This design comes from an exercise in tuning for small area, a short achievable clock period and few clock cycles on the open sky130 flow, not from production work. The RTL was checked by simulation tests, not by an equivalence proof against the original design.

## flow/design.v (module list and top-level ports; edited modules follow where they fit)
// module decaying_sine_click_generator_top: 232 lines
// module sine_lookup: 1302 lines
// module mul_env: 1645 lines
// module mul_ev: 1501 lines
// module mul_y: 1724 lines
// module mul_875: 1201 lines
module decaying_sine_click_generator_top #(
	parameter int SINE_TABLE_BITS   = dscg_pkg::SINE_TABLE_BITS_DEF,
	parameter int MAX_CLICK_SAMPLES = dscg_pkg::MAX_CLICK_SAMPLES_DEF
) (
	input  logic                             clk,
	input  logic                             arst_n,
	input  logic                             s_tvalid,
	output logic                             s_tready,
	input  logic [7:0]                       s_tdata,    
	output logic                             m_tvalid,
	input  logic                             m_tready,
	output logic [15:0]                      m_tdata,    
	output logic                             m_tuser,    
	output logic                             m_tlast,
	input  logic                             cfg_valid,
	output logic                             cfg_ready,
	input  logic [dscg_pkg::CFG_INDEX_W-1:0] cfg_index,
	input  logic [dscg_pkg::CFG_DATA_W-1:0]  cfg_data
);
  // ...
==> flow/flow/run.sh <==
#!/bin/bash
# Own layout flow: the standard flow, with one netlist step between synthesis and
# floorplan:
#  - fixinv.py re-chooses the polarity of every full adder (a full adder of complemented
#    inputs gives complemented outputs) to drop the inverters that Yosys's adder
#    extraction leaves between adders;
#  - peep.py merges an inverter into the gate driving it when that gate has no other
#    load and the library has its complement (nand2 + inv -> and2, ...).
# Registers and their cell types are unchanged. Each tool's output goes to its own log.
set -euo pipefail
here=$(cd "$(dirname "$0")" && pwd)
res=orfs/results/${FLOW_PLATFORM}/decaying_sine_click_generator_top/base
bash standard.sh synth > synth.log 2>&1
cp $res/1_2_yosys.v $res/1_2_yosys.orig.v
python3 "$here/fixinv.py" $res/1_2_yosys.orig.v $res/1_2_yosys.fixinv.v > fixinv.log 2>&1
python3 "$here/peep.py" $res/1_2_yosys.fixinv.v $res/1_2_yosys.v > peep.log 2>&1
# the edited netlist is newer than 1_synth.odb, so make rebuilds it and goes on
bash standard.sh finish > layout.log 2>&1
==> flow/flow/fixinv.py <==
#!/usr/bin/env python3
"""Inverter cleanup around full adders in a Yosys gate netlist (sky130hd).

A full adder is self-dual: FA(~a, ~b, ~c) = (~sum, ~cout). Yosys's adder extraction
often leaves inverters between adders. This script chooses, for every fa_* cell,
whether it works on true or complemented signals so that as few inverters as
possible are needed, then rebuilds the inverters that feed or hang off adders.
Registers and all other cells are kept as they are.

usage: fixinv.py IN.v OUT.v
"""
import re
import sys

OUTPINS = {'X', 'Y', 'Q', 'Q_N', 'SUM', 'COUT', 'HI', 'LO'}
INV_RE = re.compile(r'sky130_fd_sc_hd__inv_\d+$')
FA_RE = re.compile(r'sky130_fd_sc_hd__fa_\d+$')
NET = r'(?:\\\S+ |[^()\s,]+)'
CELL_RE = re.compile(r'(sky130_fd_sc_hd__\w+)\s+(\\\S+ |\S+)\s*\((.*?)\);', re.S)
PIN_RE = re.compile(r'\.(\w+)\(\s*(' + NET + r')\s*\)')


def main(inp, outp):
    text = open(inp).read()
    m0 = re.search(r'\bmodule\s', text)
    ports_in, ports_out = set(), set()
    for kind, rng, names in re.findall(r'^\s*(input|output|inout)\s+(\[[^\]]*\]\s*)?([^;]+);', text, re.M):
        for n in names.split(','):
            n = n.strip()
            if rng:
                hi, lo = [int(x) for x in rng.strip()[1:-1].split(':')]
                bits = [f'{n}[{k}]' for k in range(min(hi, lo), max(hi, lo) + 1)]
            else:
                bits = [n]
            (ports_in if kind == 'input' else ports_out).update(bits)
            if not rng:
                pass
    cells = []
    for m in CELL_RE.finditer(text):
        typ, name, body = m.group(1), m.group(2), m.group(3)
        pins = {}
        for pm in PIN_RE.finditer(body):
            pins[pm.group(1)] = pm.group(2).strip() if not pm.group(2).startswith('\\') else pm.group(2)
        cells.append({'type': typ, 'name': name, 'pins': pins, 'span': m.span()})
    drv = {}
    loads = {}
    for ci, c in enumerate(cells):
        for p, n in c['pins'].items():
            if p in OUTPINS:
                drv[n] = (ci, p)
            else:
                loads.setdefault(n, []).append((ci, p))

    def norm(n):
        return n.strip()

    is_inv = [bool(INV_RE.match(c['type'])) for c in cells]
    is_fa = [bool(FA_RE.match(c['type'])) for c in cells]

    def root(n):
        par = 0
        seen = 0
        while n in drv and is_inv[drv[n][0]] and seen < 1000:
            n = cells[drv[n][0]]['pins']['A']
            par ^= 1
            seen += 1
        return n, par

    # roots touching full adders
    roots = set()
    for ci, c in enumerate(cells):
        if is_fa[ci]:
            for p in ('A', 'B', 'CIN'):
                roots.add(root(c['pins'][p])[0])
            for p in ('SUM', 'COUT'):
                roots.add(c['pins'][p])
    # each root's inverter tree and its non-inverter loads (cell, pin, parity)
    tree = {}
    skip = set()
    for r in roots:
        invs = []
        lds = []
        stack = [(r, 0)]
        while stack:
            n, par = stack.pop()
            if norm(n) in ports_out or norm(n) in ports_in and n != r:
                skip.add(r)
            for ci, p in loads.get(n, []):
                if is_inv[ci]:
                    invs.append(ci)
                    stack.append((cells[ci]['pins']['Y'], par ^ 1))
                else:
                    lds.append((ci, p, par))
        if norm(r) in ports_out:
            skip.add(r)
        if r in ports_in or norm(r) in ports_in:
            skip.add(r)
        if r.startswith("1'b") or r not in drv:
            skip.add(r)
        tree[r] = (invs, lds)
    roots = [r for r in roots if r not in skip]
    rootset = set(roots)
    fa_ids = [ci for ci in range(len(cells)) if is_fa[ci]]
    # a flipped adder must see all of its inputs through handled roots
    flippable = set()
    for ci in fa_ids:
        c = cells[ci]
        ok = all(root(c['pins'][p])[0] in rootset for p in ('A', 'B', 'CIN'))
        ok = ok and all(c['pins'][p] in rootset for p in ('SUM', 'COUT'))
        if ok:
            flippable.add(ci)
    pol = {ci: 0 for ci in fa_ids}
    root_of_fa_out = {}
    for ci in fa_ids:
        for p in ('SUM', 'COUT'):
            root_of_fa_out[cells[ci]['pins'][p]] = ci
    fa_roots = {}
    for r in roots:
        for ci, p, par in tree[r][1]:
            if is_fa[ci]:
                fa_roots.setdefault(ci, set()).add(r)
    for ci in fa_ids:
        for p in ('SUM', 'COUT'):
            fa_roots.setdefault(ci, set()).add(cells[ci]['pins'][p])

    def cost(r):
        d = pol[root_of_fa_out[r]] if r in root_of_fa_out else 0
        need = set()
        for ci, p, par in tree[r][1]:
            need.add(par ^ (pol[ci] if is_fa[ci] else 0))
        return 1 if (1 - d) in need else 0

    before = sum(len(tree[r][0]) for r in roots)
    total = sum(cost(r) for r in roots)
    improved = True
    it = 0
    while improved and it < 50:
        improved = False
        it += 1
        for ci in fa_ids:
            if ci not in flippable:
                continue
            rs = [r for r in fa_roots.get(ci, ()) if r in rootset]
            old = sum(cost(r) for r in rs)
            pol[ci] ^= 1
            new = sum(cost(r) for r in rs)
            if new < old:
                total += new - old
                improved = True
            else:
                pol[ci] ^= 1
    # annealing over adder polarities to leave local minima
    import random
    rng = random.Random(1)
    fl = sorted(flippable)
    best_total = total
    best_pol = dict(pol)
    T0 = 0.6
    steps = 40 * len(fl)
    for s_i in range(steps):
        if not fl:
            break
        ci = fl[rng.randrange(len(fl))]
        rs = [r for r in fa_roots.get(ci, ()) if r in rootset]
        old = sum(cost(r) for r in rs)
        pol[ci] ^= 1
        new = sum(cost(r) for r in rs)
        dlt = new - old
        T = T0 * (1 - s_i / steps) + 1e-3
        if dlt <= 0 or rng.random() < pow(2.718, -dlt / T):
            total += dlt
            if total < best_total:
                best_total = total
                best_pol = dict(pol)
        else:
            pol[ci] ^= 1
    pol = best_pol
    # rebuild
    newpins = {}
    remove = set()
    adds = []
    k = 0
    for r in roots:
        invs, lds = tree[r]
        remove.update(invs)
        d = pol[root_of_fa_out[r]] if r in root_of_fa_out else 0
        comp = None
        for ci, p, par in lds:
            phase = par ^ (pol[ci] if is_fa[ci] else 0)
            if phase == d:
                net = r
            else:
                if comp is None:
                    k += 1
                    comp = f'_pinv{k}_'
                    adds.append((f'_pinv_cell{k}_', r, comp))
                net = comp
            newpins.setdefault(ci, {})[p] = net
    out = []
    pos = 0
    first_cell = cells[0]['span'][0] if cells else len(text)
    for ci, c in enumerate(cells):
        s, e = c['span']
        out.append(text[pos:s])
        pos = e
        if ci in remove:
            continue
        if ci in newpins:
            pins = dict(c['pins'])
            pins.update(newpins[ci])
            body = ',\n'.join(f'    .{p}({n if n.endswith(" ") or not n.startswith(chr(92)) else n + " "})' for p, n in pins.items())
            out.append(f"{c['type']} {c['name']} (\n{body}\n  );")
        else:
            out.append(text[s:e])
    out.append(text[pos:])
    res = ''.join(out)
    decl = ''.join(f'  wire {w};\n' for _, _, w in adds)
    cellstxt = ''.join(f'  sky130_fd_sc_hd__inv_1 {n} (\n    .A({a}),\n    .Y({y})\n  );\n' for n, a, y in adds)
    idx = res.rfind('endmodule')
    res = res[:idx] + decl + cellstxt + res[idx:]
    open(outp, 'w').write(res)
    sys.stderr.write(f'fixinv: {len(fa_ids)} adders, {sum(pol.values())} flipped, '
                     f'{len(remove)} inverters removed, {len(adds)} added\n')


if __name__ == '__main__':
    main(sys.argv[1], sys.argv[2])
==> flow/flow/peep.py <==
#!/usr/bin/env python3
"""Merge an inverter into the gate that drives it, when the gate drives nothing else
and the library has the gate's complement (nand2 + inv -> and2, and so on).

usage: peep.py IN.v OUT.v
"""
import re
import sys

P = 'sky130_fd_sc_hd__'
PAIRS = [('nand2_1', 'and2_1'), ('nor2_1', 'or2_1'), ('xor2_1', 'xnor2_1'),
         ('a21oi_1', 'a21o_1'), ('o21ai_1', 'o21a_1'), ('a22oi_1', 'a22o_1'),
         ('o22ai_1', 'o22a_1'), ('o221ai_1', 'o221a_1'), ('a221oi_1', 'a221o_1'),
         ('nand3_1', 'and3_1'), ('nor3_1', 'or3_1'), ('a211oi_1', 'a211o_1'),
         ('o211ai_1', 'o211a_1'), ('a31oi_1', 'a31o_1'), ('o31ai_1', 'o31a_1'),
         ('a32oi_1', 'a32o_1'), ('nand4_1', 'and4_1'), ('nor4_1', 'or4_1'),
         ('a2bb2oi_1', 'a2bb2o_1'), ('o2bb2ai_1', 'o2bb2a_1'), ('a311oi_1', 'a311o_1'),
         ('o311ai_1', 'o311a_1'), ('a41oi_1', 'a41o_1'), ('o41ai_1', 'o41a_1'),
         ('a2111oi_1', 'a2111o_1'), ('o2111ai_1', 'o2111a_1'), ('o32ai_1', 'o32a_1')]
COMP = {}
for a, b in PAIRS:
    COMP[a] = b
    COMP[b] = a
COMP['o21ai_0'] = 'o21a_1'
COMP['and2_0'] = 'nand2_1'
COMP['or2_0'] = 'nor2_1'
COMP['o311ai_0'] = 'o311a_1'
OUTPINS = {'X', 'Y', 'Q', 'Q_N', 'SUM', 'COUT', 'HI', 'LO'}
NET = r'(?:\\\S+ |[^()\s,]+)'
CELL_RE = re.compile(r'(sky130_fd_sc_hd__\w+)\s+(\\\S+ |\S+)\s*\((.*?)\);', re.S)
PIN_RE = re.compile(r'\.(\w+)\(\s*(' + NET + r')\s*\)')
INV_RE = re.compile(r'sky130_fd_sc_hd__inv_\d+$')


def outpin(t):
    return 'X' if t in ('xor2_1',) else ('Y' if t.endswith('i_1') or t.endswith('i_0') or t.startswith('n') or t.startswith('xnor') else 'X')


def main(inp, outp):
    text = open(inp).read()
    ports = set()
    for kind, rng, names in re.findall(r'^\s*(input|output|inout)\s+(\[[^\]]*\]\s*)?([^;]+);', text, re.M):
        for n in names.split(','):
            n = n.strip()
            if rng:
                hi, lo = [int(x) for x in rng.strip()[1:-1].split(':')]
                ports.update(f'{n}[{k}]' for k in range(min(hi, lo), max(hi, lo) + 1))
            ports.add(n)
    cells = []
    for m in CELL_RE.finditer(text):
        pins = {}
        for pm in PIN_RE.finditer(m.group(3)):
            pins[pm.group(1)] = pm.group(2)
        cells.append({'type': m.group(1), 'name': m.group(2), 'pins': pins, 'span': m.span()})
    drv, nload = {}, {}
    for ci, c in enumerate(cells):
        for p, n in c['pins'].items():
            if p in OUTPINS:
                drv[n] = ci
            else:
                nload[n] = nload.get(n, 0) + 1
    remove = set()
    retype = {}
    for ci, c in enumerate(cells):
        if not INV_RE.match(c['type']):
            continue
        a = c['pins']['A']
        if a.strip() in ports or nload.get(a, 0) != 1 or a not in drv:
            continue
        gi = drv[a]
        if gi in remove or gi in retype:
            continue
        g = cells[gi]
        t = g['type'][len(P):]
        if t not in COMP:
            continue
        nt = COMP[t]
        op_old = [p for p in g['pins'] if p in OUTPINS]
        if len(op_old) != 1:
            continue
        remove.add(ci)
        retype[gi] = (nt, op_old[0], c['pins']['Y'])
    out = []
    pos = 0
    for ci, c in enumerate(cells):
        s, e = c['span']
        out.append(text[pos:s])
        pos = e
        if ci in remove:
            continue
        if ci in retype:
            nt, op, y = retype[ci]
            pins = {p: n for p, n in c['pins'].items() if p != op}
            pins[outpin(nt)] = y
            body = ',\n'.join(f'    .{p}({n})' for p, n in pins.items())
            out.append(f"{P}{nt} {c['name']} (\n{body}\n  );")
        else:
            out.append(text[s:e])
    out.append(text[pos:])
    open(outp, 'w').write(''.join(out))
    sys.stderr.write(f'peep: {len(remove)} inverters merged into their drivers\n')


if __name__ == '__main__':
    main(sys.argv[1], sys.argv[2])
==> flow/standard.sh <==
#!/bin/bash
# synth_recipe.tcl (not shown) runs the flow's synth.tcl, then flattens the netlist and writes it again
# the make line also repeats each setting of config.mk as NAME=value (left out here)
make -C /OpenROAD-flow-scripts/flow DESIGN_CONFIG=/design/flow/config.mk WORK_HOME=/design/flow/orfs CLKGATE_MAP_FILE= SYNTH_SCRIPT=/design/flow/synth_recipe.tcl "${@:-finish}"
==> flow/config.mk <==
export PLATFORM = sky130hd
export DESIGN_NAME = decaying_sine_click_generator_top
export DESIGN_NICKNAME = decaying_sine_click_generator_top
export VERILOG_FILES = /design/flow/design.v
export SDC_FILE = /design/flow/constraint.sdc
export NUM_CORES = 4
export LEC_CHECK = 0
export ABC_AREA = 1
export CAP_MARGIN = 20
export CORE_MARGIN = 2
export CORE_UTILIZATION = 40
export SETUP_SLACK_MARGIN = 5
export SLEW_MARGIN = 20
export SYNTH_MEMORY_MAX_BITS = 16384
==> flow/constraint.sdc <==
create_clock -name core_clock -period 11.0 [get_ports {clk}]
set_input_delay 2.2000 -clock core_clock [delete_from_list [all_inputs] [get_ports {clk}]]
set_output_delay 2.2000 -clock core_clock [all_outputs]
set_load 0.01 [all_outputs]
==> metrics.sh, run 1 <==
LARGEST_REGISTERS='yc_q (51), evb_q (40), decay_x3_q (26)'
WORSTHOLDPATHCELLS=0
N_ANTENNA_CELL=4
DIE-WIDTH_UM=387
REGMOSTFLOPS='yc_q'
RUN_STATUS='complete, no violations'
ROOT_BUFFER='clkbuf_16'
RR_WORST_DEPTH=22
CRITICALPATHCATEGORY='flip-flop to flip-flop'
POST_CTS.REPAIR.SETUP_BUFFERS=75
GRT_SETUP_UNREPAIRED='no'
PATH_BUF_INV=3
CP_SLOWEST_CELL='fa_1'
PLACEMENTROWS=140
MAX_SLEW.WORST_PIN.SLEW_PS=1000
PLACED_CELL_AREA_UM2=60500
CTS_NUM_SINKS=363
SYNTH.YOSYS.WARNINGS=2
MULTI_INPUT_COMBINATIONAL_CELL_AREA_UM2=45300
POST_CTS.RESIZED_INSTANCES=175
CTS_TREE='yes'
FINALWEIGHTEDCONGESTION=0.977
MAXCAPVIOLATIONS=0
AVGVIACOUNTPERCELL=6.34
Testbench counts, summed over its fixed seeds: cycles 64,264.
==> run 2: changes to the inputs <==
--- a/flow/config.mk
+++ b/flow/config.mk
@@ -8,7 +8,7 @@
 export ABC_AREA = 1
 export CAP_MARGIN = 20
 export CORE_MARGIN = 2
-export CORE_UTILIZATION = 40
+export CORE_UTILIZATION = 50
 export SETUP_SLACK_MARGIN = 5
 export SLEW_MARGIN = 20
 export SYNTH_MEMORY_MAX_BITS = 16384
==> run 2 against run 1 <==
- clock-buffer cell count fell by 6
- clock skew fell by 31 ps
- register-to-register slack improved by 50 ps
- fmax rose by 0.81%
- via count fell by 1.2%
- non-clock buffer count rose by 2
- hold slack improved by 4.2 ps
- critical path type unchanged
- critical endpoint unchanged
==> metrics.sh, run 2 <==
REGMOSTFLOPS='yc_q'
AVGROUTEDWIREPERCELL_UM=26.9
PATH_CLK_SLEW_PS=60
FIN_WORST_SKEW_PS=50.5
GRT_USAGE_PCT=37.2
FINAL_ANTENNA_NET_COUNT=0
CRITICALPATHCATEGORY='flip-flop to flip-flop'
MAX_FREQ_MHz=167
FINALWORSTSETUPSLACK_PS=5000
SYN-CELL-AREA_UM2=58800
LAYOUT.CELLS.MOST_COMMON='nand2_1'
GRT-OVFL-TOTAL=0
DIE-WIDTH_UM=347  # -10%
LARGEST_REGISTER_FF_COUNT=51
DESIGN.FINAL.NETS=8170
FP.DIEAREA_UM2=120000
FLOORPLAN.INITIALDENSITY_PCT=50.5
PIN_COUNT_OF_THE_BIGGEST_NET_ENTERING_GLOBAL_ROUTING=143
DRT_WL_TOTAL_UM=230000
SETUP-TNS-FINAL_PS=0
CTS_BUFFER_DEPTH=3
MAX_SLEW.WORST_PIN.SLEW_PS=1010  # +7.45 ps
FINAL_SETUP_VIOLATIONS=0
H-TREE-DEPTH=2
PLACEMENTROWS=125  # -11%
GRT_ANTENNA_BEFORE_REPAIR=5
DP_SLACK_PS=3880
PLACED_CELL_AREA_UM2=60100  # -0.69%
CRIT_SHARE_POST_ROUTE_PCT=54.6
DRIVE_GT1_SHARE_PCT=11.4
FIN_CRIT_PS=6000
LARGEST_REGISTERS='yc_q (51), evb_q (40), decay_x3_q (26)'
NETLIST_INSTANCES=7040
FLOORPLAN.CORE_AREA_UM2=116000
RUN_STATUS='complete, no violations'
GRT_SETUP_UNREPAIRED='yes'
CRITICAL_PATH.MAX_FANOUT=12
HOLD_VIOL_FINAL=0
VIA_COUNT_OF_THE_FIRST_GLOBAL_ROUTING_PASS=55500
SYNTH.YOSYS.WARNINGS=2  # unchanged
HOLD_PATH.CLASS='flip-flop to flip-flop'
FINALMAXSLEWVIOLATIONS=0
CTS_INSERTED_BUFFERS=46
AVGVIACOUNTPERCELL=6.54  # +3.3%
MAXCAPVIOLATIONS=0  # unchanged
WORSTHOLDPATHCELLS=0  # unchanged
CTS_TREE='yes'
FINALWEIGHTEDCONGESTION=0.967  # -0.94%
FINISH.INSTANCE_AREA_UM2=65400
FLOORPLAN.IO_PINS=60
REQUIRED_PS=11620
AREA_DELTA_SYNTH_FINAL_PCT=11.2
VIAS=55900
CRITPATHCAPTURETYPE='flip-flop'
CTS_NUM_SINKS=363  # unchanged
FP.DIEH_UM=347
CLOCK_LATENCY_PS=690
SYNTH_NETS=8233
LAYOUT_COMMON_CELLS='nand2_1 (1,191), fa_1 (726), inv_1 (638)'
SYNTHESIZED_AREA_DIVIDED_BY_SYNTHESIZED_CELL_COUNT_UM2=8.35
PORT_BUFFERS=51
DRT_PRE_ANTENNA_ITERS=10
INSTANCES_NO_FILL=8542
RR_WORST_DEPTH=19  # -14%
MAXSLEWHEADROOM_PCT=32.6
DRT-INITIAL-DRC-COUNT=6898
DPL.CELL_COUNT=8251
DP_HPWL_UM=157000
ROOT_BUFFER='clkbuf_16'
WIRE_LENGTH_OF_THE_FIRST_GLOBAL_ROUTING_PASS_UM=344000
TIMING.CRITICAL_PATH.FROM_TYPE='flip-flop'
WORSTPATHARRIVAL_PS=6630
DRC=0
[run 2: what timing repair did]
item                       4_1_cts  5_1_grt
setup buffers                   79      105
gates cloned                     9        9
resized for setup              188      301
hold buffers                     0        0
setup endpoints to repair       65       43
pin swaps                        8       68
[run 2: routing by layer]
layer | vias to the layer above | share of wire (%) | track usage (%)
met2 | 3908 | 43 | 57.3
met1 | 26700 | 38 | 47.2
li1 | 24100 | - | -
met4 | 2 | 7.4 | 20.7
met5 | - | 0.0057 | 0.360
met3 | 1181 | 12 | 10.5
[run 2: cell type report]
type / count / area [um2]
Sequential cell: 363 / 9670
Clock inverter: 31 / 440
Clock buffer: 55 / 1210
Tap cell: 1524 / 1910
Antenna cell: 3 / 7.51
Fill cell: 10800 / 51000
Timing Repair inverter: 4 / 25.0
Multi-Input combinational cell: 5449 / 45400
Timing Repair Buffer: 360 / 3630
Inverter: 753 / 3090
[run 2: worst paths after layout]
path / endpoint / slack (ps) / startpoint
setup / recovery: env_q[11] / 5000 / decay_factor_q[0]
hold / removal: m_tlast_q / 420 / lastc_q
setup reg to reg: env_q[11] / 5000 / decay_factor_q[0]
hold reg to reg: m_tlast_q / 420 / lastc_q
max in group asynchronous: tb_q[7] / 7570 / arst_n
min in group asynchronous: phase_q[15] / 1530 / arst_n
[run 2: stage by stage]
step | hold WS [ps] | utilization [%]
floorplan | 392 | -
global placement | 401 | 51.6
detailed placement | 411 | 51.6
finish | 422 | 56.2
CTS | 426 | 54.4
global route | 436 | 56.2
[run 2: critical path: stages (launching register included)]
cell and delay [ps]:
dfstp_2 780, clkinvlp_4 390, o22ai_1 310, fa_2 490, fa_1 460, fa_1 520
fa_1 520, fa_2 520, ha_4 340, nand2_2 80, nor2_4 120, inv_1 100
or2_4 280, nor4_4 260, nand2_1 100, nand2_2 120, a21oi_1 70, or2_2 270
nand3_1 60, and2_1 120
==> module decaying_sine_click_generator_top, before the edit <==
module decaying_sine_click_generator_top #(
	parameter int SINE_TABLE_BITS   = dscg_pkg::SINE_TABLE_BITS_DEF,
	parameter int MAX_CLICK_SAMPLES = dscg_pkg::MAX_CLICK_SAMPLES_DEF
) (
	input  logic                             clk,
	input  logic                             arst_n,
	input  logic                             s_tvalid,
	output logic                             s_tready,
	input  logic [7:0]                       s_tdata,    
	output logic                             m_tvalid,
	input  logic                             m_tready,
	output logic [15:0]                      m_tdata,    
	output logic                             m_tuser,    
	output logic                             m_tlast,
	input  logic                             cfg_valid,
	output logic                             cfg_ready,
	input  logic [dscg_pkg::CFG_INDEX_W-1:0] cfg_index,
	input  logic [dscg_pkg::CFG_DATA_W-1:0]  cfg_data
);
	logic [22:0] phase_step_q;
	logic [15:0] click_samples_q;
	logic [15:0] volume_gain_q;
	logic [23:0] decay_factor_q;
	logic [17:0] volume_x3_q;      
	logic [25:0] decay_x3_q;       
	logic q0_v, q1_v, q1_s;
	logic s_tready_q;
	logic [23:0] phase_q;
	logic [15:0] tb_q;                     
	logic [7:0]  ts_q;                     
	logic [2:0]  tj_q;                     
	logic [1:0]  tc_q;
	logic        one_q;                    
	logic [23:0] env_q;
	logic [15:0] cnt_q;
	logic        active_q;
	logic        vb_q, vc_q;
	logic        actb_q, actc_q;
	logic        lastb_q, lastc_q;
	logic        negb_q, negc_q;
	logic [7:0]  oneb_q, twob_q;
	logic [6:0]  ngb_q;
	logic [39:0] evb_q;
	logic [50:0] yc_q;
	logic        ovfc_q;
	logic        m_tvalid_q;
	logic [15:0] m_tdata_q;
	logic        m_tuser_q;
	logic        m_tlast_q;
	logic        adv, push, pop, cfg_ok, in_s, nh_start, load_start, step_state;
	logic        last_cur, run_nxt, one_nxt;
	logic [23:0] phase_nxt, env_nxt;
	logic [SINE_TABLE_BITS-1:0] idx_nxt, addr_nxt;
	logic [15:0] tbl, mag, lb;
	logic [7:0]  ls;
	logic [1:0]  lc;
	logic [10:0] tsj;
	logic [17:0] magx;
	logic [7:0]  bone, btwo;
	logic [6:0]  bneg;
	logic [39:0] ev;
	logic [54:0] y;
	logic [14:0] z;
	logic [14:0] scaled;
	assign adv       = !m_tvalid_q || m_tready;
	assign push      = s_tvalid && s_tready_q;
	assign pop       = q0_v && adv;
	assign s_tready  = s_tready_q;
	assign cfg_ready = 1'b1;
	assign m_tvalid  = m_tvalid_q;
	assign m_tuser   = m_tuser_q;
	assign m_tlast   = m_tlast_q;
	assign m_tdata   = m_tdata_q;
	always_ff @(posedge clk or negedge arst_n) begin
		if (!arst_n) begin
			phase_step_q    <= dscg_pkg::PHASE_STEP_RST;
			click_samples_q <= dscg_pkg::CLICK_SAMPLES_RST;
			volume_gain_q   <= dscg_pkg::VOLUME_GAIN_RST;
			decay_factor_q  <= dscg_pkg::DECAY_FACTOR_RST;
		end else if (cfg_valid) begin
			unique case (cfg_index)
				dscg_pkg::REG_PHASE_STEP:    phase_step_q    <= cfg_data[22:0];
				dscg_pkg::REG_CLICK_SAMPLES: click_samples_q <= cfg_data[15:0];
				dscg_pkg::REG_VOLUME_GAIN:   volume_gain_q   <= cfg_data[15:0];
				dscg_pkg::REG_DECAY_FACTOR:  decay_factor_q  <= cfg_data[23:0];
			endcase
		end
	end
	always_ff @(posedge clk) begin
		volume_x3_q <= 18'(volume_gain_q) + {1'b0, volume_gain_q, 1'b0};
		decay_x3_q  <= 26'(decay_factor_q) + {1'b0, decay_factor_q, 1'b0};
	end
	assign cfg_ok = (phase_step_q != '0) && (click_samples_q != '0);
	assign in_s   = s_tdata[0] && cfg_ok;
	always_ff @(posedge clk or negedge arst_n) begin
		if (!arst_n) begin
			q0_v       <= 1'b0;
			q1_v       <= 1'b0;
			s_tready_q <= 1'b0;
		end else begin
			if (pop) begin
				q0_v <= q1_v || push;
				q1_v <= 1'b0;
			end else if (push) begin
				q0_v <= 1'b1;
				q1_v <= q0_v;
			end
			s_tready_q <= !(!pop && (q1_v || (q0_v && push)));
		end
	end
	always_ff @(posedge clk) begin
		if (push) begin
			q1_s <= in_s;
		end
	end
	assign nh_start   = pop ? (q1_v ? q1_s : (push && in_s)) : (push && !q0_v && in_s);
	assign step_state = pop;
	assign load_start = nh_start;
	assign last_cur  = active_q && (cnt_q == 16'd1);
	assign run_nxt   = active_q && !last_cur;
	assign phase_nxt = phase_q + {1'b0, phase_step_q};
	assign idx_nxt   = phase_nxt[21 -: SINE_TABLE_BITS];
	assign addr_nxt  = phase_nxt[22] ? (~idx_nxt + SINE_TABLE_BITS'(1)) : idx_nxt;
	assign one_nxt   = phase_nxt[22] && (idx_nxt == '0);
	sine_lookup u_tbl (
		.i (addr_nxt),
		.b (lb),
		.s (ls),
		.c (lc)
	);
	mul_env u_env (
		.a  (env_q),
		.m  (decay_factor_q),
		.m3 (decay_x3_q),
		.p  (env_nxt)
	);
	always_ff @(posedge clk or negedge arst_n) begin
		if (!arst_n) begin
			phase_q  <= '0;
			tb_q     <= '0;
			ts_q     <= '0;
			tj_q     <= '0;
			tc_q     <= '0;
			one_q    <= 1'b0;
			env_q    <= '0;
			cnt_q    <= '0;
			active_q <= 1'b0;
		end else if (load_start) begin
			phase_q  <= '0;
			tb_q     <= '0;
			ts_q     <= '0;
			tj_q     <= '0;
			tc_q     <= '0;
			one_q    <= 1'b0;
			env_q    <= dscg_pkg::ENV_FULL;
			cnt_q    <= click_samples_q;
			active_q <= 1'b1;
		end else if (step_state) begin
			phase_q  <= phase_nxt;
			tb_q     <= run_nxt ? lb : '0;
			ts_q     <= run_nxt ? ls : '0;
			tj_q     <= run_nxt ? addr_nxt[2:0] : '0;
			tc_q     <= run_nxt ? lc : '0;
			one_q    <= run_nxt && one_nxt;
			env_q    <= env_nxt;
			cnt_q    <= cnt_q - 16'd1;
			active_q <= run_nxt;
		end
	end
	assign tsj  = 11'(ts_q) * 11'(tj_q);
	assign tbl  = tb_q + 16'(tsj[10:2]) + 16'(tc_q);
	assign mag  = tbl | {one_q, 15'd0};
	assign magx = {1'b0, mag, 1'b0};
	always_comb begin
		for (int j = 0; j < 7; j++) begin
			bone[j] = magx[2*j+1] ^ magx[2*j];
			btwo[j] = (magx[2*j+2] && !magx[2*j+1] && !magx[2*j]) ||
				(!magx[2*j+2] && magx[2*j+1] && magx[2*j]);
			bneg[j] = magx[2*j+2];
		end
		bone[7] = magx[15] ^ magx[14];
		btwo[7] = magx[16] || (magx[15] && magx[14]);
	end
	mul_ev u_ev (
		.a  (env_q),
		.m  (volume_gain_q),
		.m3 (volume_x3_q),
		.p  (ev)
	);
	mul_y u_y (
		.a   (evb_q),
		.one (oneb_q),
		.two (twob_q),
		.neg (ngb_q),
		.p   (y)
	);
	mul_875 u_875 (
		.x (yc_q),
		.p (z)
	);
	assign scaled = ovfc_q ? 15'd28000 : z;
	always_ff @(posedge clk or negedge arst_n) begin
		if (!arst_n) begin
			vb_q       <= 1'b0;
			vc_q       <= 1'b0;
			m_tvalid_q <= 1'b0;
		end else if (adv) begin
			vb_q       <= q0_v;
			vc_q       <= vb_q;
			m_tvalid_q <= vc_q;
		end
	end
	always_ff @(posedge clk) begin
		if (adv) begin
			actb_q    <= active_q;
			lastb_q   <= last_cur;
			negb_q    <= phase_q[23];
			oneb_q    <= bone;
			twob_q    <= btwo;
			ngb_q     <= bneg;
			evb_q     <= ev;
			actc_q    <= actb_q;
			lastc_q   <= lastb_q;
			negc_q    <= negb_q;
			yc_q      <= y[50:0];
			ovfc_q    <= y[54:51] != '0;
			m_tuser_q <= actc_q;
			m_tlast_q <= lastc_q;
			m_tdata_q <= negc_q ? (16'd0 - {1'b0, scaled}) : {1'b0, scaled};
		end
	end
endmodule
==> run 3: changes to the inputs <==
--- a/flow/design.v
+++ b/flow/design.v
@@ -110,9 +110,13 @@
 			endcase
 		end
 	end
+	logic [17:0] volume_x3;
+	logic [25:0] decay_x3;
+	add_18 u_vx3 (.a(18'(volume_gain_q)), .b({1'b0, volume_gain_q, 1'b0}), .s(volume_x3));
+	add_26 u_dx3 (.a(26'(decay_factor_q)), .b({1'b0, decay_factor_q, 1'b0}), .s(decay_x3));
 	always_ff @(posedge clk) begin
-		volume_x3_q <= 18'(volume_gain_q) + {1'b0, volume_gain_q, 1'b0};
-		decay_x3_q  <= 26'(decay_factor_q) + {1'b0, decay_factor_q, 1'b0};
+		volume_x3_q <= volume_x3;
+		decay_x3_q  <= decay_x3;
 	end
 	assign cfg_ok = (phase_step_q != '0) && (click_samples_q != '0);
 	assign in_s   = s_tdata[0] && cfg_ok;
@@ -142,7 +146,7 @@
 	assign load_start = nh_start;
 	assign last_cur  = active_q && (cnt_q == 16'd1);
 	assign run_nxt   = active_q && !last_cur;
-	assign phase_nxt = phase_q + {1'b0, phase_step_q};
+	add_24 u_ph (.a(phase_q), .b({1'b0, phase_step_q}), .s(phase_nxt));
 	assign idx_nxt   = phase_nxt[21 -: SINE_TABLE_BITS];
 	assign addr_nxt  = phase_nxt[22] ? (~idx_nxt + SINE_TABLE_BITS'(1)) : idx_nxt;
 	assign one_nxt   = phase_nxt[22] && (idx_nxt == '0);
@@ -7627,3 +7631,635 @@
 	assign full[60] = kp60 ^ kG67;
 	assign p = full[60:46];
 endmodule
+module add_18 (
+	input  logic [17:0] a,
+	input  logic [17:0] b,
+	output logic [17:0] s
+);
+	logic kg0, kp0;
+	assign kg0 = a[0] & b[0];
+	assign kp0 = a[0] ^ b[0];
+	logic kg1, kp1;
+	assign kg1 = a[1] & b[1];
+	assign kp1 = a[1] ^ b[1];
+	logic kg2, kp2;
+	assign kg2 = a[2] & b[2];
+	assign kp2 = a[2] ^ b[2];
+	logic kg3, kp3;
+	assign kg3 = a[3] & b[3];
+	assign kp3 = a[3] ^ b[3];
+	logic kg4, kp4;
+	assign kg4 = a[4] & b[4];
+	assign kp4 = a[4] ^ b[4];
+	logic kg5, kp5;
+	assign kg5 = a[5] & b[5];
+	assign kp5 = a[5] ^ b[5];
+	logic kg6, kp6;
+	assign kg6 = a[6] & b[6];
+	assign kp6 = a[6] ^ b[6];
+	logic kg7, kp7;
+	assign kg7 = a[7] & b[7];
+	assign kp7 = a[7] ^ b[7];
+	logic kg8, kp8;
+	assign kg8 = a[8] & b[8];
+	assign kp8 = a[8] ^ b[8];
+	logic kg9, kp9;
+	assign kg9 = a[9] & b[9];
+	assign kp9 = a[9] ^ b[9];
+	logic kg10, kp10;
+	assign kg10 = a[10] & b[10];
+	assign kp10 = a[10] ^ b[10];
+	logic kg11, kp11;
+	assign kg11 = a[11] & b[11];
+	assign kp11 = a[11] ^ b[11];
+	logic kg12, kp12;
+	assign kg12 = a[12] & b[12];
+	assign kp12 = a[12] ^ b[12];
+	logic kg13, kp13;
+	assign kg13 = a[13] & b[13];
+	assign kp13 = a[13] ^ b[13];
+	logic kg14, kp14;
+	assign kg14 = a[14] & b[14];
+	assign kp14 = a[14] ^ b[14];
+	logic kg15, kp15;
+	assign kg15 = a[15] & b[15];
+	assign kp15 = a[15] ^ b[15];
+	logic kg16, kp16;
+	assign kg16 = a[16] & b[16];
+	assign kp16 = a[16] ^ b[16];
+	logic kg17, kp17;
+	assign kg17 = a[17] & b[17];
+	assign kp17 = a[17] ^ b[17];
+	logic kG1, kP1;
+	assign kG1 = kg1 | (kp1 & kg0);
+	assign kP1 = kp1 & kp0;
+	logic kG2, kP2;
+	assign kG2 = kg3 | (kp3 & kg2);
+	assign kP2 = kp3 & kp2;
+	logic kG3, kP3;
+	assign kG3 = kg5 | (kp5 & kg4);
+	assign kP3 = kp5 & kp4;
+	logic kG4, kP4;
+	assign kG4 = kg7 | (kp7 & kg6);
+	assign kP4 = kp7 & kp6;
+	logic kG5, kP5;
+	assign kG5 = kg9 | (kp9 & kg8);
+	assign kP5 = kp9 & kp8;
+	logic kG6, kP6;
+	assign kG6 = kg11 | (kp11 & kg10);
+	assign kP6 = kp11 & kp10;
+	logic kG7, kP7;
+	assign kG7 = kg13 | (kp13 & kg12);
+	assign kP7 = kp13 & kp12;
+	logic kG8, kP8;
+	assign kG8 = kg15 | (kp15 & kg14);
+	assign kP8 = kp15 & kp14;
+	logic kG9, kP9;
+	assign kG9 = kg17 | (kp17 & kg16);
+	assign kP9 = kp17 & kp16;
+	logic kG10, kP10;
+	assign kG10 = kG2 | (kP2 & kG1);
+	assign kP10 = kP2 & kP1;
+	logic kG11, kP11;
+	assign kG11 = kG4 | (kP4 & kG3);
+	assign kP11 = kP4 & kP3;
+	logic kG12, kP12;
+	assign kG12 = kG6 | (kP6 & kG5);
+	assign kP12 = kP6 & kP5;
+	logic kG13, kP13;
+	assign kG13 = kG8 | (kP8 & kG7);
+	assign kP13 = kP8 & kP7;
+	logic kG14, kP14;
+	assign kG14 = kG11 | (kP11 & kG10);
+	assign kP14 = kP11 & kP10;
+	logic kG15, kP15;
+	assign kG15 = kG13 | (kP13 & kG12);
+	assign kP15 = kP13 & kP12;
+	logic kG16, kP16;
+	assign kG16 = kG15 | (kP15 & kG14);
+	assign kP16 = kP15 & kP14;
+	logic kG17, kP17;
+	assign kG17 = kG12 | (kP12 & kG14);
+	assign kP17 = kP12 & kP14;
+	logic kG18, kP18;
+	assign kG18 = kG3 | (kP3 & kG10);
+	assign kP18 = kP3 & kP10;
+	logic kG19, kP19;
+	assign kG19 = kG5 | (kP5 & kG14);
+	assign kP19 = kP5 & kP14;
+	logic kG20, kP20;
+	assign kG20 = kG7 | (kP7 & kG17);
+	assign kP20 = kP7 & kP17;
+	logic kG21, kP21;
+	assign kG21 = kG9 | (kP9 & kG16);
+	assign kP21 = kP9 & kP16;
+	logic kG22, kP22;
+	assign kG22 = kg2 | (kp2 & kG1);
+	assign kP22 = kp2 & kP1;
+	logic kG23, kP23;
+	assign kG23 = kg4 | (kp4 & kG10);
+	assign kP23 = kp4 & kP10;
+	logic kG24, kP24;
+	assign kG24 = kg6 | (kp6 & kG18);
+	assign kP24 = kp6 & kP18;
+	logic kG25, kP25;
+	assign kG25 = kg8 | (kp8 & kG14);
+	assign kP25 = kp8 & kP14;
+	logic kG26, kP26;
+	assign kG26 = kg10 | (kp10 & kG19);
+	assign kP26 = kp10 & kP19;
+	logic kG27, kP27;
+	assign kG27 = kg12 | (kp12 & kG17);
+	assign kP27 = kp12 & kP17;
+	logic kG28, kP28;
+	assign kG28 = kg14 | (kp14 & kG20);
+	assign kP28 = kp14 & kP20;
+	logic kG29, kP29;
+	assign kG29 = kg16 | (kp16 & kG16);
+	assign kP29 = kp16 & kP16;
+	assign s[0] = kp0;
+	assign s[1] = kp1 ^ kg0;
+	assign s[2] = kp2 ^ kG1;
+	assign s[3] = kp3 ^ kG22;
+	assign s[4] = kp4 ^ kG10;
+	assign s[5] = kp5 ^ kG23;
+	assign s[6] = kp6 ^ kG18;
+	assign s[7] = kp7 ^ kG24;
+	assign s[8] = kp8 ^ kG14;
+	assign s[9] = kp9 ^ kG25;
+	assign s[10] = kp10 ^ kG19;
+	assign s[11] = kp11 ^ kG26;
+	assign s[12] = kp12 ^ kG17;
+	assign s[13] = kp13 ^ kG27;
+	assign s[14] = kp14 ^ kG20;
+	assign s[15] = kp15 ^ kG28;
+	assign s[16] = kp16 ^ kG16;
+	assign s[17] = kp17 ^ kG29;
+endmodule
+module add_24 (
+	input  logic [23:0] a,
+	input  logic [23:0] b,
+	output logic [23:0] s
+);
+	logic kg0, kp0;
+	assign kg0 = a[0] & b[0];
+	assign kp0 = a[0] ^ b[0];
+	logic kg1, kp1;
+	assign kg1 = a[1] & b[1];
+	assign kp1 = a[1] ^ b[1];
+	logic kg2, kp2;
+	assign kg2 = a[2] & b[2];
+	assign kp2 = a[2] ^ b[2];
+	logic kg3, kp3;
+	assign kg3 = a[3] & b[3];
+	assign kp3 = a[3] ^ b[3];
+	logic kg4, kp4;
+	assign kg4 = a[4] & b[4];
+	assign kp4 = a[4] ^ b[4];
+	logic kg5, kp5;
+	assign kg5 = a[5] & b[5];
+	assign kp5 = a[5] ^ b[5];
+	logic kg6, kp6;
+	assign kg6 = a[6] & b[6];
+	assign kp6 = a[6] ^ b[6];
+	logic kg7, kp7;
+	assign kg7 = a[7] & b[7];
+	assign kp7 = a[7] ^ b[7];
+	logic kg8, kp8;
+	assign kg8 = a[8] & b[8];
+	assign kp8 = a[8] ^ b[8];
+	logic kg9, kp9;
+	assign kg9 = a[9] & b[9];
+	assign kp9 = a[9] ^ b[9];
+	logic kg10, kp10;
+	assign kg10 = a[10] & b[10];
+	assign kp10 = a[10] ^ b[10];
+	logic kg11, kp11;
+	assign kg11 = a[11] & b[11];
+	assign kp11 = a[11] ^ b[11];
+	logic kg12, kp12;
+	assign kg12 = a[12] & b[12];
+	assign kp12 = a[12] ^ b[12];
+	logic kg13, kp13;
+	assign kg13 = a[13] & b[13];
+	assign kp13 = a[13] ^ b[13];
+	logic kg14, kp14;
+	assign kg14 = a[14] & b[14];
+	assign kp14 = a[14] ^ b[14];
+	logic kg15, kp15;
+	assign kg15 = a[15] & b[15];
+	assign kp15 = a[15] ^ b[15];
+	logic kg16, kp16;
+	assign kg16 = a[16] & b[16];
+	assign kp16 = a[16] ^ b[16];
+	logic kg17, kp17;
+	assign kg17 = a[17] & b[17];
+	assign kp17 = a[17] ^ b[17];
+	logic kg18, kp18;
+	assign kg18 = a[18] & b[18];
+	assign kp18 = a[18] ^ b[18];
+	logic kg19, kp19;
+	assign kg19 = a[19] & b[19];
+	assign kp19 = a[19] ^ b[19];
+	logic kg20, kp20;
+	assign kg20 = a[20] & b[20];
+	assign kp20 = a[20] ^ b[20];
+	logic kg21, kp21;
+	assign kg21 = a[21] & b[21];
+	assign kp21 = a[21] ^ b[21];
+	logic kg22, kp22;
+	assign kg22 = a[22] & b[22];
+	assign kp22 = a[22] ^ b[22];
+	logic kg23, kp23;
+	assign kg23 = a[23] & b[23];
+	assign kp23 = a[23] ^ b[23];
+	logic kG1, kP1;
+	assign kG1 = kg1 | (kp1 & kg0);
+	assign kP1 = kp1 & kp0;
+	logic kG2, kP2;
+	assign kG2 = kg3 | (kp3 & kg2);
+	assign kP2 = kp3 & kp2;
+	logic kG3, kP3;
+	assign kG3 = kg5 | (kp5 & kg4);
+	assign kP3 = kp5 & kp4;
+	logic kG4, kP4;
+	assign kG4 = kg7 | (kp7 & kg6);
+	assign kP4 = kp7 & kp6;
+	logic kG5, kP5;
+	assign kG5 = kg9 | (kp9 & kg8);
+	assign kP5 = kp9 & kp8;
+	logic kG6, kP6;
+	assign kG6 = kg11 | (kp11 & kg10);
+	assign kP6 = kp11 & kp10;
+	logic kG7, kP7;
+	assign kG7 = kg13 | (kp13 & kg12);
+	assign kP7 = kp13 & kp12;
+	logic kG8, kP8;
+	assign kG8 = kg15 | (kp15 & kg14);
+	assign kP8 = kp15 & kp14;
+	logic kG9, kP9;
+	assign kG9 = kg17 | (kp17 & kg16);
+	assign kP9 = kp17 & kp16;
+	logic kG10, kP10;
+	assign kG10 = kg19 | (kp19 & kg18);
+	assign kP10 = kp19 & kp18;
+	logic kG11, kP11;
+	assign kG11 = kg21 | (kp21 & kg20);
+	assign kP11 = kp21 & kp20;
+	logic kG12, kP12;
+	assign kG12 = kg23 | (kp23 & kg22);
+	assign kP12 = kp23 & kp22;
+	logic kG13, kP13;
+	assign kG13 = kG2 | (kP2 & kG1);
+	assign kP13 = kP2 & kP1;
+	logic kG14, kP14;
+	assign kG14 = kG4 | (kP4 & kG3);
+	assign kP14 = kP4 & kP3;
+	logic kG15, kP15;
+	assign kG15 = kG6 | (kP6 & kG5);
+	assign kP15 = kP6 & kP5;
+	logic kG16, kP16;
+	assign kG16 = kG8 | (kP8 & kG7);
+	assign kP16 = kP8 & kP7;
+	logic kG17, kP17;
+	assign kG17 = kG10 | (kP10 & kG9);
+	assign kP17 = kP10 & kP9;
+	logic kG18, kP18;
+	assign kG18 = kG12 | (kP12 & kG11);
+	assign kP18 = kP12 & kP11;
+	logic kG19, kP19;
+	assign kG19 = kG14 | (kP14 & kG13);
+	assign kP19 = kP14 & kP13;
+	logic kG20, kP20;
+	assign kG20 = kG16 | (kP16 & kG15);
+	assign kP20 = kP16 & kP15;
+	logic kG21, kP21;
+	assign kG21 = kG18 | (kP18 & kG17);
+	assign kP21 = kP18 & kP17;
+	logic kG22, kP22;
+	assign kG22 = kG20 | (kP20 & kG19);
+	assign kP22 = kP20 & kP19;
+	logic kG23, kP23;
+	assign kG23 = kG21 | (kP21 & kG22);
+	assign kP23 = kP21 & kP22;
+	logic kG24, kP24;
+	assign kG24 = kG15 | (kP15 & kG19);
+	assign kP24 = kP15 & kP19;
+	logic kG25, kP25;
+	assign kG25 = kG17 | (kP17 & kG22);
+	assign kP25 = kP17 & kP22;
+	logic kG26, kP26;
+	assign kG26 = kG3 | (kP3 & kG13);
+	assign kP26 = kP3 & kP13;
+	logic kG27, kP27;
+	assign kG27 = kG5 | (kP5 & kG19);
+	assign kP27 = kP5 & kP19;
+	logic kG28, kP28;
+	assign kG28 = kG7 | (kP7 & kG24);
+	assign kP28 = kP7 & kP24;
+	logic kG29, kP29;
+	assign kG29 = kG9 | (kP9 & kG22);
+	assign kP29 = kP9 & kP22;
+	logic kG30, kP30;
+	assign kG30 = kG11 | (kP11 & kG25);
+	assign kP30 = kP11 & kP25;
+	logic kG31, kP31;
+	assign kG31 = kg2 | (kp2 & kG1);
+	assign kP31 = kp2 & kP1;
+	logic kG32, kP32;
+	assign kG32 = kg4 | (kp4 & kG13);
+	assign kP32 = kp4 & kP13;
+	logic kG33, kP33;
+	assign kG33 = kg6 | (kp6 & kG26);
+	assign kP33 = kp6 & kP26;
+	logic kG34, kP34;
+	assign kG34 = kg8 | (kp8 & kG19);
+	assign kP34 = kp8 & kP19;
+	logic kG35, kP35;
+	assign kG35 = kg10 | (kp10 & kG27);
+	assign kP35 = kp10 & kP27;
+	logic kG36, kP36;
+	assign kG36 = kg12 | (kp12 & kG24);
+	assign kP36 = kp12 & kP24;
+	logic kG37, kP37;
+	assign kG37 = kg14 | (kp14 & kG28);
+	assign kP37 = kp14 & kP28;
+	logic kG38, kP38;
+	assign kG38 = kg16 | (kp16 & kG22);
+	assign kP38 = kp16 & kP22;
+	logic kG39, kP39;
+	assign kG39 = kg18 | (kp18 & kG29);
+	assign kP39 = kp18 & kP29;
+	logic kG40, kP40;
+	assign kG40 = kg20 | (kp20 & kG25);
+	assign kP40 = kp20 & kP25;
+	logic kG41, kP41;
+	assign kG41 = kg22 | (kp22 & kG30);
+	assign kP41 = kp22 & kP30;
+	assign s[0] = kp0;
+	assign s[1] = kp1 ^ kg0;
+	assign s[2] = kp2 ^ kG1;
+	assign s[3] = kp3 ^ kG31;
+	assign s[4] = kp4 ^ kG13;
+	assign s[5] = kp5 ^ kG32;
+	assign s[6] = kp6 ^ kG26;
+	assign s[7] = kp7 ^ kG33;
+	assign s[8] = kp8 ^ kG19;
+	assign s[9] = kp9 ^ kG34;
+	assign s[10] = kp10 ^ kG27;
+	assign s[11] = kp11 ^ kG35;
+	assign s[12] = kp12 ^ kG24;
+	assign s[13] = kp13 ^ kG36;
+	assign s[14] = kp14 ^ kG28;
+	assign s[15] = kp15 ^ kG37;
+	assign s[16] = kp16 ^ kG22;
+	assign s[17] = kp17 ^ kG38;
+	assign s[18] = kp18 ^ kG29;
+	assign s[19] = kp19 ^ kG39;
+	assign s[20] = kp20 ^ kG25;
+	assign s[21] = kp21 ^ kG40;
+	assign s[22] = kp22 ^ kG30;
+	assign s[23] = kp23 ^ kG41;
+endmodule
+module add_26 (
+	input  logic [25:0] a,
+	input  logic [25:0] b,
+	output logic [25:0] s
+);
+	logic kg0, kp0;
+	assign kg0 = a[0] & b[0];
+	assign kp0 = a[0] ^ b[0];
+	logic kg1, kp1;
+	assign kg1 = a[1] & b[1];
+	assign kp1 = a[1] ^ b[1];
+	logic kg2, kp2;
+	assign kg2 = a[2] & b[2];
+	assign kp2 = a[2] ^ b[2];
+	logic kg3, kp3;
+	assign kg3 = a[3] & b[3];
+	assign kp3 = a[3] ^ b[3];
+	logic kg4, kp4;
+	assign kg4 = a[4] & b[4];
+	assign kp4 = a[4] ^ b[4];
+	logic kg5, kp5;
+	assign kg5 = a[5] & b[5];
+	assign kp5 = a[5] ^ b[5];
+	logic kg6, kp6;
+	assign kg6 = a[6] & b[6];
+	assign kp6 = a[6] ^ b[6];
+	logic kg7, kp7;
+	assign kg7 = a[7] & b[7];
+	assign kp7 = a[7] ^ b[7];
+	logic kg8, kp8;
+	assign kg8 = a[8] & b[8];
+	assign kp8 = a[8] ^ b[8];
+	logic kg9, kp9;
+	assign kg9 = a[9] & b[9];
+	assign kp9 = a[9] ^ b[9];
+	logic kg10, kp10;
+	assign kg10 = a[10] & b[10];
+	assign kp10 = a[10] ^ b[10];
+	logic kg11, kp11;
+	assign kg11 = a[11] & b[11];
+	assign kp11 = a[11] ^ b[11];
+	logic kg12, kp12;
+	assign kg12 = a[12] & b[12];
+	assign kp12 = a[12] ^ b[12];
+	logic kg13, kp13;
+	assign kg13 = a[13] & b[13];
+	assign kp13 = a[13] ^ b[13];
+	logic kg14, kp14;
+	assign kg14 = a[14] & b[14];
+	assign kp14 = a[14] ^ b[14];
+	logic kg15, kp15;
+	assign kg15 = a[15] & b[15];
+	assign kp15 = a[15] ^ b[15];
+	logic kg16, kp16;
+	assign kg16 = a[16] & b[16];
+	assign kp16 = a[16] ^ b[16];
+	logic kg17, kp17;
+	assign kg17 = a[17] & b[17];
+	assign kp17 = a[17] ^ b[17];
+	logic kg18, kp18;
+	assign kg18 = a[18] & b[18];
+	assign kp18 = a[18] ^ b[18];
+	logic kg19, kp19;
+	assign kg19 = a[19] & b[19];
+	assign kp19 = a[19] ^ b[19];
+	logic kg20, kp20;
+	assign kg20 = a[20] & b[20];
+	assign kp20 = a[20] ^ b[20];
+	logic kg21, kp21;
+	assign kg21 = a[21] & b[21];
+	assign kp21 = a[21] ^ b[21];
+	logic kg22, kp22;
+	assign kg22 = a[22] & b[22];
+	assign kp22 = a[22] ^ b[22];
+	logic kg23, kp23;
+	assign kg23 = a[23] & b[23];
+	assign kp23 = a[23] ^ b[23];
+	logic kg24, kp24;
+	assign kg24 = a[24] & b[24];
+	assign kp24 = a[24] ^ b[24];
+	logic kg25, kp25;
+	assign kg25 = a[25] & b[25];
+	assign kp25 = a[25] ^ b[25];
+	logic kG1, kP1;
+	assign kG1 = kg1 | (kp1 & kg0);
+	assign kP1 = kp1 & kp0;
+	logic kG2, kP2;
+	assign kG2 = kg3 | (kp3 & kg2);
+	assign kP2 = kp3 & kp2;
+	logic kG3, kP3;
+	assign kG3 = kg5 | (kp5 & kg4);
+	assign kP3 = kp5 & kp4;
+	logic kG4, kP4;
+	assign kG4 = kg7 | (kp7 & kg6);
+	assign kP4 = kp7 & kp6;
+	logic kG5, kP5;
+	assign kG5 = kg9 | (kp9 & kg8);
+	assign kP5 = kp9 & kp8;
+	logic kG6, kP6;
+	assign kG6 = kg11 | (kp11 & kg10);
+	assign kP6 = kp11 & kp10;
+	logic kG7, kP7;
+	assign kG7 = kg13 | (kp13 & kg12);
+	assign kP7 = kp13 & kp12;
+	logic kG8, kP8;
+	assign kG8 = kg15 | (kp15 & kg14);
+	assign kP8 = kp15 & kp14;
+	logic kG9, kP9;
+	assign kG9 = kg17 | (kp17 & kg16);
+	assign kP9 = kp17 & kp16;
+	logic kG10, kP10;
+	assign kG10 = kg19 | (kp19 & kg18);
+	assign kP10 = kp19 & kp18;
+	logic kG11, kP11;
+	assign kG11 = kg21 | (kp21 & kg20);
+	assign kP11 = kp21 & kp20;
+	logic kG12, kP12;
+	assign kG12 = kg23 | (kp23 & kg22);
+	assign kP12 = kp23 & kp22;
+	logic kG13, kP13;
+	assign kG13 = kg25 | (kp25 & kg24);
+	assign kP13 = kp25 & kp24;
+	logic kG14, kP14;
+	assign kG14 = kG2 | (kP2 & kG1);
+	assign kP14 = kP2 & kP1;
+	logic kG15, kP15;
+	assign kG15 = kG4 | (kP4 & kG3);
+	assign kP15 = kP4 & kP3;
+	logic kG16, kP16;
+	assign kG16 = kG6 | (kP6 & kG5);
+	assign kP16 = kP6 & kP5;
+	logic kG17, kP17;
+	assign kG17 = kG8 | (kP8 & kG7);
+	assign kP17 = kP8 & kP7;
+	logic kG18, kP18;
+	assign kG18 = kG10 | (kP10 & kG9);
+	assign kP18 = kP10 & kP9;
+	logic kG19, kP19;
+	assign kG19 = kG12 | (kP12 & kG11);
+	assign kP19 = kP12 & kP11;
+	logic kG20, kP20;
+	assign kG20 = kG15 | (kP15 & kG14);
+	assign kP20 = kP15 & kP14;
+	logic kG21, kP21;
+	assign kG21 = kG17 | (kP17 & kG16);
+	assign kP21 = kP17 & kP16;
+	logic kG22, kP22;
+	assign kG22 = kG19 | (kP19 & kG18);
+	assign kP22 = kP19 & kP18;
+	logic kG23, kP23;
+	assign kG23 = kG21 | (kP21 & kG20);
+	assign kP23 = kP21 & kP20;
+	logic kG24, kP24;
+	assign kG24 = kG22 | (kP22 & kG23);
+	assign kP24 = kP22 & kP23;
+	logic kG25, kP25;
+	assign kG25 = kG16 | (kP16 & kG20);
+	assign kP25 = kP16 & kP20;
+	logic kG26, kP26;
+	assign kG26 = kG18 | (kP18 & kG23);
+	assign kP26 = kP18 & kP23;
+	logic kG27, kP27;
+	assign kG27 = kG3 | (kP3 & kG14);
+	assign kP27 = kP3 & kP14;
+	logic kG28, kP28;
+	assign kG28 = kG5 | (kP5 & kG20);
+	assign kP28 = kP5 & kP20;
+	logic kG29, kP29;
+	assign kG29 = kG7 | (kP7 & kG25);
+	assign kP29 = kP7 & kP25;
+	logic kG30, kP30;
+	assign kG30 = kG9 | (kP9 & kG23);
+	assign kP30 = kP9 & kP23;
+	logic kG31, kP31;
+	assign kG31 = kG11 | (kP11 & kG26);
+	assign kP31 = kP11 & kP26;
+	logic kG32, kP32;
+	assign kG32 = kG13 | (kP13 & kG24);
+	assign kP32 = kP13 & kP24;
+	logic kG33, kP33;
+	assign kG33 = kg2 | (kp2 & kG1);
+	assign kP33 = kp2 & kP1;
+	logic kG34, kP34;
+	assign kG34 = kg4 | (kp4 & kG14);
+	assign kP34 = kp4 & kP14;
+	logic kG35, kP35;
+	assign kG35 = kg6 | (kp6 & kG27);
+	assign kP35 = kp6 & kP27;
+	logic kG36, kP36;
+	assign kG36 = kg8 | (kp8 & kG20);
+	assign kP36 = kp8 & kP20;
+	logic kG37, kP37;
+	assign kG37 = kg10 | (kp10 & kG28);
+	assign kP37 = kp10 & kP28;
+	logic kG38, kP38;
+	assign kG38 = kg12 | (kp12 & kG25);
+	assign kP38 = kp12 & kP25;
+	logic kG39, kP39;
+	assign kG39 = kg14 | (kp14 & kG29);
+	assign kP39 = kp14 & kP29;
+	logic kG40, kP40;
+	assign kG40 = kg16 | (kp16 & kG23);
+	assign kP40 = kp16 & kP23;
+	logic kG41, kP41;
+	assign kG41 = kg18 | (kp18 & kG30);
+	assign kP41 = kp18 & kP30;
+	logic kG42, kP42;
+	assign kG42 = kg20 | (kp20 & kG26);
+	assign kP42 = kp20 & kP26;
+	logic kG43, kP43;
+	assign kG43 = kg22 | (kp22 & kG31);
+	assign kP43 = kp22 & kP31;
+	logic kG44, kP44;
+	assign kG44 = kg24 | (kp24 & kG24);
+	assign kP44 = kp24 & kP24;
+	assign s[0] = kp0;
+	assign s[1] = kp1 ^ kg0;
+	assign s[2] = kp2 ^ kG1;
+	assign s[3] = kp3 ^ kG33;
+	assign s[4] = kp4 ^ kG14;
+	assign s[5] = kp5 ^ kG34;
+	assign s[6] = kp6 ^ kG27;
+	assign s[7] = kp7 ^ kG35;
+	assign s[8] = kp8 ^ kG20;
+	assign s[9] = kp9 ^ kG36;
+	assign s[10] = kp10 ^ kG28;
+	assign s[11] = kp11 ^ kG37;
+	assign s[12] = kp12 ^ kG25;
+	assign s[13] = kp13 ^ kG38;
+	assign s[14] = kp14 ^ kG29;
+	assign s[15] = kp15 ^ kG39;
+	assign s[16] = kp16 ^ kG23;
+	assign s[17] = kp17 ^ kG40;
+	assign s[18] = kp18 ^ kG30;
+	assign s[19] = kp19 ^ kG41;
+	assign s[20] = kp20 ^ kG26;
+	assign s[21] = kp21 ^ kG42;
+	assign s[22] = kp22 ^ kG31;
+	assign s[23] = kp23 ^ kG43;
+	assign s[24] = kp24 ^ kG24;
+	assign s[25] = kp25 ^ kG44;
+endmodule
--- a/flow/config.mk
+++ b/flow/config.mk
@@ -8,7 +8,7 @@
 export ABC_AREA = 1
 export CAP_MARGIN = 20
 export CORE_MARGIN = 2
-export CORE_UTILIZATION = 50
+export CORE_UTILIZATION = 40
 export SETUP_SLACK_MARGIN = 5
 export SLEW_MARGIN = 20
 export SYNTH_MEMORY_MAX_BITS = 16384
==> run 3 against run 2 <==
- hold slack worse by 2.7 ps
- first-iteration DRC count increased by 7.5%
- design area up 0.46%
- setup slack gained 110 ps
==> metrics.sh, run 3 <==
RUN_STATUS='complete, no violations'
LAYOUT.CELLS.MOST_COMMON='nand2_1'
TOP_METAL_LAYER_CARRYING_ROUTED_SIGNALS='met5'
MAX_FREQ_MHz=170  # +1.9%
MAX_SLEW.WORST_PIN.SLEW_PS=1000  # -8.10 ps
SETUP.WORST_PATH.END='env_q[19]'
FP.DIEH_UM=387  # +11%
PIN_COUNT_OF_THE_BIGGEST_NET_ENTERING_GLOBAL_ROUTING=114  # -20%
DR_WL_MET2_UM=97400  # -2.2%
LAYOUT_COMMON_CELLS='nand2_1 (1,136), fa_1 (766), inv_1 (647)'
SYN-CELL-AREA_UM2=58600  # -0.33%
DRT_WL_TOTAL_UM=225000  # -2.0%
SETUP-TNS-FINAL_PS=0  # unchanged
CRITICALPATHCATEGORY='flip-flop to flip-flop'
SETUP.REG_TO_REG.WORST_SLACK_PS=5110  # +110 ps
WIRE_LENGTH_OF_THE_FIRST_GLOBAL_ROUTING_PASS_UM=335000  # -2.5%
HOLD_VIOL_FINAL=0  # unchanged
FLOORPLAN.IO_PINS=60  # unchanged
INSTANCES_NO_FILL=8890  # +4.1%
CRIT_SHARE_POST_ROUTE_PCT=53.6  # -1.0 points
REG2REG_FROM='decay_factor_q[7]'
VIAS=55900  # -0.048%
WL_MET3_UM=28100  # +3.9%
AVGVIACOUNTPERCELL=6.28  # -4.0%
DRT-INITIAL-DRC-COUNT=7413  # +7.5%
MAXSLEWHEADROOM_PCT=33.1  # +0.54 points
H-TREE-DEPTH=2  # unchanged
MAXCAPVIOLATIONS=0  # unchanged
CTS_INSERTED_BUFFERS=46  # unchanged
FINAL_ANTENNA_NET_COUNT=0  # unchanged
DRC=0  # unchanged
TIMING.CRITICAL_PATH.FROM_TYPE='flip-flop'
REGTOREGENDPOINT='env_q[19]'
DP_HPWL_UM=152000  # -3.2%
FIN_WORST_SKEW_PS=45.3  # -5.25 ps
REGMOSTFLOPS='yc_q'
AVGROUTEDWIREPERCELL_UM=25.4  # -5.8%
FINALMAXSLEWVIOLATIONS=0  # unchanged
CTS_TREE='yes'
AREA_DELTA_SYNTH_FINAL_PCT=12.1
DRT_PRE_ANTENNA_ITERS=12  # +2
FLOORPLAN.INITIALDENSITY_PCT=40.2  # -10 points
PORT_BUFFERS=51  # unchanged
DESIGN.FINAL.NETS=8151  # -0.23%
WORSTPATHARRIVAL_PS=6480  # -150 ps
ROOT_BUFFER='clkbuf_16'
LARGEST_REGISTER_FF_COUNT=51  # unchanged
REQUIRED_PS=11590  # -30 ps
HOLD_PATH.CLASS='flip-flop to flip-flop'
NETLIST_INSTANCES=6988  # -0.74%
DIE-WIDTH_UM=387  # +11%
RR_WORST_DEPTH=17  # -2
CTS_BUFFER_DEPTH=3  # unchanged
FINALWEIGHTEDCONGESTION=0.958  # -1.0%
FLOORPLAN.CORE_AREA_UM2=146000  # +25%
FP.DIEAREA_UM2=150000  # +24%
FINALWORSTSETUPSLACK_PS=5110  # +112 ps
CRITICAL_PATH.MAX_FANOUT=18  # +6
GRT_USAGE_PCT=28.7  # -8.6 points
GRT_SETUP_UNREPAIRED='yes'
GRT_ANTENNA_BEFORE_REPAIR=4  # -1
FINAL_SETUP_VIOLATIONS=0  # unchanged
CRITPATHCAPTURETYPE='flip-flop'
DRIVE_GT1_SHARE_PCT=10.4  # -1.1 points
SYNTHESIZED_AREA_DIVIDED_BY_SYNTHESIZED_CELL_COUNT_UM2=8.38  # +0.41%
DP_SLACK_PS=4080  # +194 ps
WORST_HOLD_SLACK_PS=419  # -2.74 ps
LARGEST_REGISTERS='yc_q (51), evb_q (40), decay_x3_q (26)'
SYNTH.YOSYS.WARNINGS=2  # unchanged
CLOCK_LATENCY_PS=650  # -40 ps
WORST_SETUP_PATH_STARTPOINT='decay_factor_q[7]'
SYNTH_NETS=8204  # -0.35%
PLACEMENTROWS=140  # +12%
FIN_CRIT_PS=5890  # -112 ps
CTS_NUM_SINKS=363  # unchanged
VIA_COUNT_OF_THE_FIRST_GLOBAL_ROUTING_PASS=55400  # -0.23%
GRT-OVFL-TOTAL=0  # unchanged
PATH_CLK_SLEW_PS=60  # about the same
DPL.CELL_COUNT=8576  # +3.9%
DETAIL_ROUTE.WIRELENGTH.MET1_UM=85600  # -0.91%
[run 3: worst max-delay path, cell delays in order (launching register included)]
cell and delay, ps:
dfstp_4 800, inv_1 320, o221ai_1 380, fa_1 510
fa_1 510, fa_1 500, fa_1 400, fa_1 560
ha_4 360, nand2_1 100, or2_4 280, nor3_2 230
nand4_1 180, nand3_4 160, nand3_1 130, a21o_1 190
nand3_1 60, o21a_1 120
[run 3: per-layer routing]
metal / up-vias / GRT usage, %
met5: - / 0
met4: 6 / 13.4
met3: 1061 / 7.40
met2: 3910 / 44.1
met1: 27000 / 37.7
li1: 23900 / -
[run 3: stage by stage]
stage                     instance area [um2]  utilization [%]
after floorplan                         58600                -
after global placement                  60400             41.5
final                                   65700             45.1
after detailed placement                60400             41.5
after global routing                    65700             45.1
after CTS                               63200             43.4
[run 3: worst min-delay path by stage]
stage,from,end,slack (ps),cells past startpoint
floorplan,actb_q,actc_q,400,0
global placement,actb_q,actc_q,410,0
detailed placement,lastb_q,lastc_q,410,0
CTS,actb_q,actc_q,420,0
global route,actb_q,actc_q,430,0
finish,actb_q,actc_q,420,0
[run 3: area by class of cell]
cell class                      instances  area, um2
Antenna cell                            2       5.00
Clock buffer                           64       1280
Clock inverter                         20        357
Fill cell                           14300      79900
Inverter                              733       3010
Multi-Input combinational cell       5415      45100
Sequential cell                       363       9690
Tap cell                             1917       2400
Timing Repair Buffer                  371       3800
Timing Repair inverter                  5       27.5
[run 3: repair_timing]
action / in CTS / in global routing
hold buffers: 0 / 0
buffers inserted: 65 / 141
endpoints found under the setup margin: 86 / 75
gates resized for setup: 154 / 289
cloned: 7 / 15
pin swaps: 3 / 44
Testbench counts of run 3, summed over its fixed seeds: cycles 64,264.

## afterwards: timing with drivers on the ports
Ports are ideal in the flow. The routed layouts listed here were re-timed in OpenROAD. Step 1 sets driving cells, clkbuf_16 on the clock port and buf_2 on the other inputs (assumed; they add their load-dependent delay and slew). Step 2 also shifts input and output timing later by t, the mid clock arrival at the registers, as if the neighbouring blocks saw the same clock. a / b / c = ideal ports / drivers / drivers and shift; a / b = the first two.
run	t (ns)	setup WS [ns]	hold slack, ns
run 1	0.744	4.947 / 4.947 / 4.785	0.418 / 0.418 / 0.418
run 2	0.748	4.995 / 4.995 / 4.995	0.422 / 0.422 / 0.422
run 3	0.712	5.108 / 5.108 / 4.941	0.419 / 0.419 / 0.419
After both steps setup and hold are still met in every run listed. The setup slack of run 3, which loses most, moves by 0.000 ns with the drivers and by -0.167 ns with both steps.
